This is an optimization exercise on Yosys and OpenROAD, whose aim is small area, not a production implementation.
The RTL was checked by simulation tests, not by an equivalence proof against the original design.
No activity file was given, so power comes from the tool's default toggle rates.

==> flow/design.v, too long to show whole: its modules and the start of the top module <==
// module maze_state: 803 lines
// module maze_top: 27 lines
module maze_top (
    input  logic        clk60,
    input  logic        reset,
    input  logic        level_restart,
    input  logic        eat_en,
    input  logic [6:0]  curr_xtile,
    input  logic [6:0]  curr_ytile,
    output logic [7:0]  tile_info,
    output logic        ready,
    output logic        pellet_eaten,
    output logic [7:0]  pellets_left,
    output logic [15:0] score,
    output logic        level_clear
);
  // ...
==> flow/run.sh <==
#!/bin/bash
# synth_recipe.tcl (not shown) runs the flow's synth.tcl, then flattens the netlist and writes it again
# the make line also repeats each setting of config.mk as NAME=value (left out here)
make -C /OpenROAD-flow-scripts/flow DESIGN_CONFIG=/design/flow/config.mk WORK_HOME=/design/flow/orfs CLKGATE_MAP_FILE= SYNTH_SCRIPT=/design/flow/synth_recipe.tcl finish
==> flow/config.mk <==
export PLATFORM = sky130hd
export DESIGN_NAME = maze_top
export DESIGN_NICKNAME = maze_top
export VERILOG_FILES = /design/flow/design.v
export SDC_FILE = /design/flow/constraint.sdc
export NUM_CORES = 8
export LEC_CHECK = 0
export ABC_AREA = 1
export CAP_MARGIN = 20
export CORE_MARGIN = 2
export CORE_UTILIZATION = 18
export CTS_BUF_LIST = sky130_fd_sc_hd__clkbuf_4
export PLACE_DENSITY = 0.35
export SLEW_MARGIN = 20
==> flow/constraint.sdc <==
create_clock -name core_clock -period 20.0 [get_ports {clk60}]
set_input_delay 4.0000 -clock core_clock [delete_from_list [all_inputs] [get_ports {clk60}]]
set_output_delay 4.0000 -clock core_clock [all_outputs]
set_load 0.01 [all_outputs]
==> results_dict.tcl, run 1 <==
set metrics [dict create \
    port_buffers 52 \
    power.density_cell_area_nw_per_um2 69.5 \
    worst_slew_pin_slew_ns 1.13 \
    reg2reg_depth 14 \
    startpoint "curr_xtile[4]" \
    setup_viol_count_final 0 \
    slew-limit-headroom_pct 24.3 \
    run_status "complete, no violations" \
    post_synth_top_area_share_pct 33.1 \
    core.rowCount 109 \
    post-synth-top-count-cell "nand2_1" \
    globalRouteTotalUtil_pct 20.1 \
    seq_area_frac_synth_pct 36.0 \
    report.final.hold_viol_count 0 \
    nonClkBufAreaFrac_pct 4.44 \
    grtUsageMet3_pct 4.40 \
    antenna_violations_before_repair 4 \
    peakVddDrop_uv 33.2 \
    instances_no_fill 3743 \
    initial_core_util_pct 18.2 \
    final.fill_count 10100 \
    grt_overflow 0 \
    drt_via_density 4.90 \
    powerComb_mw 0.138 \
    post_cts.repair.setup_buffers 0 \
    setup.worst_path.class "input port to output pin" \
    postPlaceCellArea_um2 17800 \
    route.detailed.drc 0 \
    tritoncts.num_buffers 91 \
    synthAdderAreaFrac_pct 1.01 \
    syn-cell-area_um2 16000 \
    grt_max_degree 160 \
    top_power_group "clock" \
    postLayoutCellArea_um2 19000 \
    setup_repair_after_global_routing_missed_its_margin "false" \
    ys_top_cells_by_count "nand2_1 (603), inv_1 (343), nor2_1 (296), dfxtp_1 (265), o22ai_1 (159)" \
    detail_route.wl_per_cell_um 25.1 \
]
==> inputs of run 2 (changes only) <==
--- a/flow/config.mk
+++ b/flow/config.mk
@@ -10,5 +10,4 @@
 export CORE_MARGIN = 2
 export CORE_UTILIZATION = 18
-export CTS_BUF_LIST = sky130_fd_sc_hd__clkbuf_4
 export PLACE_DENSITY = 0.35
 export SLEW_MARGIN = 20
==> run 2 against run 1 <==
Core utilization grew 0.29 points. Sequential power is essentially flat. Largest power group unchanged. Largest cell class unchanged. Cell count shrank 2.5%. Routed wire length shrank 0.72%. Critical endpoint unchanged. Worst setup slack lost 0.017 ns. Global-route usage shrank 0.16 points. Flip-flop and latch count is the same. Worst hold slack lost 0.0039 ns. Clock power grew 29%. Total power grew 13%. First-iteration DRC count shrank 2.4%. Register-to-register slack is essentially flat.
==> results_dict.tcl, run 2 <==
set metrics [dict create \
    maxSlewViolCount 0 \
    syn-cell-area_um2 16000 \
    synth_seq_cells 281 \
    grt_overflow 0 \
    postRouteAntennaNets 0 \
    clock_sink_count 281 \
    fmax_ghz 0.0722 \
    initial_core_util_pct 18.2 \
    synth_warnings 1 \
    instances_no_fill 3648 \
    ctsHtreeMaxLevel 2 \
    ys_top_cells_by_count "nand2_1 (603), inv_1 (343), nor2_1 (296), dfxtp_1 (265), o22ai_1 (159)" \
    timing.critical_path.to_type "output pin" \
    die_h_um 303 \
    fin_crit_sh_pct 69.3 \
    placedCellCount 3576 \
    setup_repair_after_global_routing_missed_its_margin "false" \
    grt_max_degree 160 \
    clock_power_share_pct 52.6 \
    min_from "u_maze.pf_26_22$_DFF_P_" \
    use_met2_pct 32.0 \
    mappedNetlistNets 2470 \
    power_frac_comb_pct 9.2 \
    route.detailed.drc 0 \
    syn-instance-count 2439 \
    timing.critical_path.from_type "input port" \
    drt-pass1-iter-count 6 \
    ctsResizeCount 0 \
    switchingPower_mw 0.406 \
    drt_iter0_markers 2072 \
    crit-reg2reg-launch "u_maze.rowc[0]$_SDFFE_PP0N_" \
    detail_route.wl_per_cell_um 25.6 \
    clkLatencyLatePin_ns 0.60 \
    ioPinCount 53 \
    final_cell_mix "nand2_1 (602), inv_1 (343), nor2_1 (290)" \
    layout-drive-gt1-share_pct 6.41 \
    slowest_stage "clkinv_1" \
    die-area_um2 91600 \
    largest-register "u_maze.score" \
    largest_reg_flops 16 \
    final_worst_setup_slack_ns 6.14 \
    finalWorstPathRequiredPeriod_ns 13.86 \
    internal_power_mw 1.09 \
    most_common_library_cell_in_the_layout_ignoring_fill_and_taps "nand2_1" \
    maxCapViolCount 0 \
    num-nets-final 2483 \
    hold_buffers 0 \
    post_synth_top_area_share_pct 33.1 \
    tritoncts_clock_tree "yes" \
    power.density_cell_area_nw_per_um2 77.6 \
    startpoint "curr_xtile[4]" \
    path_buf_inv 4 \
    synth_cell_type_count 48 \
    clock_tree.root_cell "clkbuf_16" \
    antenna_violations_before_repair 2 \
    power_total_mw 1.49 \
    setup.worst_path.class "input port to output pin" \
    path_cells "clkdlybuf4s50_1 -> inv_1 -> nand3_1 -> clkinv_1 -> nor3_1 -> nand2_1 -> nor3_1 -> o211ai_1 -> nor2_1 -> nand3_1 -> nand2_1 -> nor2_1 -> clkdlybuf4s50_1" \
    peakVddDrop_uv 48.8 \
    post_cts.repair.setup_buffers 0 \
    power.share.sequential_pct 38.2 \
    seq_area_frac_synth_pct 36.0 \
    dp_hpwl_um 66400 \
    chipWidth_um 303 \
    run_status "complete, no violations" \
    tritoncts.num_buffers 39 \
    fraction_of_registers_with_async_set_or_reset_after_synthesis_pct 0 \
    core.rowCount 109 \
    port_buffers 52 \
    total_leakage_power_nw 9.13 \
    drt_via_density 4.90 \
    crit_family "simple AND/OR/NAND/NOR gates" \
    yosysTopAreaCell "dfxtp_1" \
    synth_enable_flop_cells 16 \
    worstPathMaxFanout 19 \
    switching_share_pct 27.2 \
    clock_pin_slew_on_the_worst_setup_and_hold_paths_ns 0.05 \
    dp_worst_setup_slack_ns 6.36 \
    clock-skew-final_ns 0.0334 \
    gp_congestion 0.936 \
    grtUsageMet3_pct 3.67 \
    worst_ep_arrival_time_ns 9.86 \
    num_vias 17900 \
    tns_ns 0 \
    first_global_vias 17400 \
    post-synth-top-count-cell "nand2_1" \
    required_ns 16.00 \
    ys.flop_type "dfxtp_1" \
    holdWs_ns 0.467 \
    cpPeakStageDelay_ns 1.03 \
    setup_viol_count_final 0 \
    grt_first_pass_wirelength_um 131000 \
    areaGrowthSynthToFinish_pct 19.9 \
    report.final.hold_viol_count 0 \
    fp.coreArea_um2 88400 \
    grt_busiest_layer "met2" \
    globalRouteTotalUtil_pct 20.0 \
    syn_area_per_cell_um2 6.58 \
    slew-limit-headroom_pct 24.7 \
    grt_met1_usage_pct 26.3 \
    route.final.wire_length_um 93300 \
    synth.top_cells.by_area "dfxtp_1 (33%), nand2_1 (14%), inv_1 (8.0%), nor2_1 (6.9%), o22ai_1 (6.2%)" \
    max-clock-path-buffers 3 \
    hold_class "flip-flop to flip-flop" \
    worst_slew_pin_slew_ns 1.12 \
]
-- run 2: cell counts after synthesis --
Identical to the previous run, type by type.
-- run 2: area by class of cell --
type / count / area, µm²
inverter: 359 / 1350
clock buffer: 55 / 1130
antenna: 1 / 2.50
sequential: 281 / 5790
clock inverter: 16 / 280
multi-input combinational: 1677 / 8400
timing repair buffer: 94 / 843
fill: 10000 / 69100
tap: 1165 / 1460
-- run 2: power groups by stage --
stage	clock network [mW]	registers, mW	logic, mW
2_1_floorplan	0	0.583	0.0719
6_report	0.786	0.571	0.138
3_5_place_dp	0	0.583	0.134
4_1_cts	0.798	0.571	0.135
5_1_grt	0.820	0.571	0.145
3_3_place_gp	0	0.583	0.135
-- run 2: stage by stage --
stage	cell area [µm²]	util (%)
after global routing	19200	21.8
after global placement	17800	20.2
final	19200	21.8
after CTS	19200	21.8
after detailed placement	17800	20.2
after floorplan	16000	-
-- run 2: tightest hold or removal path: stages, from the launching register on --
cell and delay, ns:
dfxtp_1 0.32, o22ai_1 0.07, inv_1 0.04
-- run 2: worst paths after layout --
| path | to | slack (ns) | cells past startpoint |
|---|---|---|---|
| max | tile_info[2] | 6.14 | 13 |
| min | u_maze.pf_26_22$_DFF_P_ | 0.47 | 2 |
| max reg2reg | u_maze.cum[3]$_DFF_P_ | 15.64 | 14 |
| min reg2reg | u_maze.pf_26_22$_DFF_P_ | 0.47 | 2 |
-- run 2: layer usage --
| layer | routed length (µm) | share of wire (%) | vias to the layer above |
|---|---|---|---|
| li1 | - | - | 8111 |
| met1 | 40200 | 43 | 8723 |
| met2 | 41600 | 45 | 857 |
| met3 | 7030 | 7.5 | 199 |
| met4 | 4370 | 4.7 | 2 |
| met5 | 13 | 0.014 | - |
-- run 2: cell families (layout without fill, tap and decap cells) --
family	after synthesis	in the layout	share of synthesized area, %
compound gates	499	499	20.0
xor+xnor	14	14	0.764
fa+ha+maj	13	13	1.01
buf+inv	481	524	12.0
flops	281	281	36.0
other cells	0	1	0
simple gates	1151	1151	30.2

[port drivers added, routing unchanged]
The flow's constraints put no driver on any port. The routed layouts listed below were extracted and timed again, unchanged, in two steps.
Step 1: set_driving_cell puts a clkbuf_16 on clk60 and a buf_2 on each other input, an assumption about the parent block.
Step 2 adds t to the input delays and takes it off the output delays; t is the mean of the earliest and latest rising clock arrival at the registers after step 1. Input paths then give back, and output paths get back, about the clock's delay inside the block.
Three values: ideal, step 1, step 2; two values: the first two.
| run | t, ns | setup slack, ns | worst setup path after step 2 | worst slew at a driven data input, ns | cell pins on the clock port's net |
|---|---|---|---|---|---|
| run 1 | 0.890 | 6.161 / 6.089 / 6.089 | input to output | 0.07 | 1 |
| run 2 | 0.641 | 6.144 / 6.072 / 6.072 | input to output | 0.08 | 1 |
After both steps every run listed still meets setup and hold.
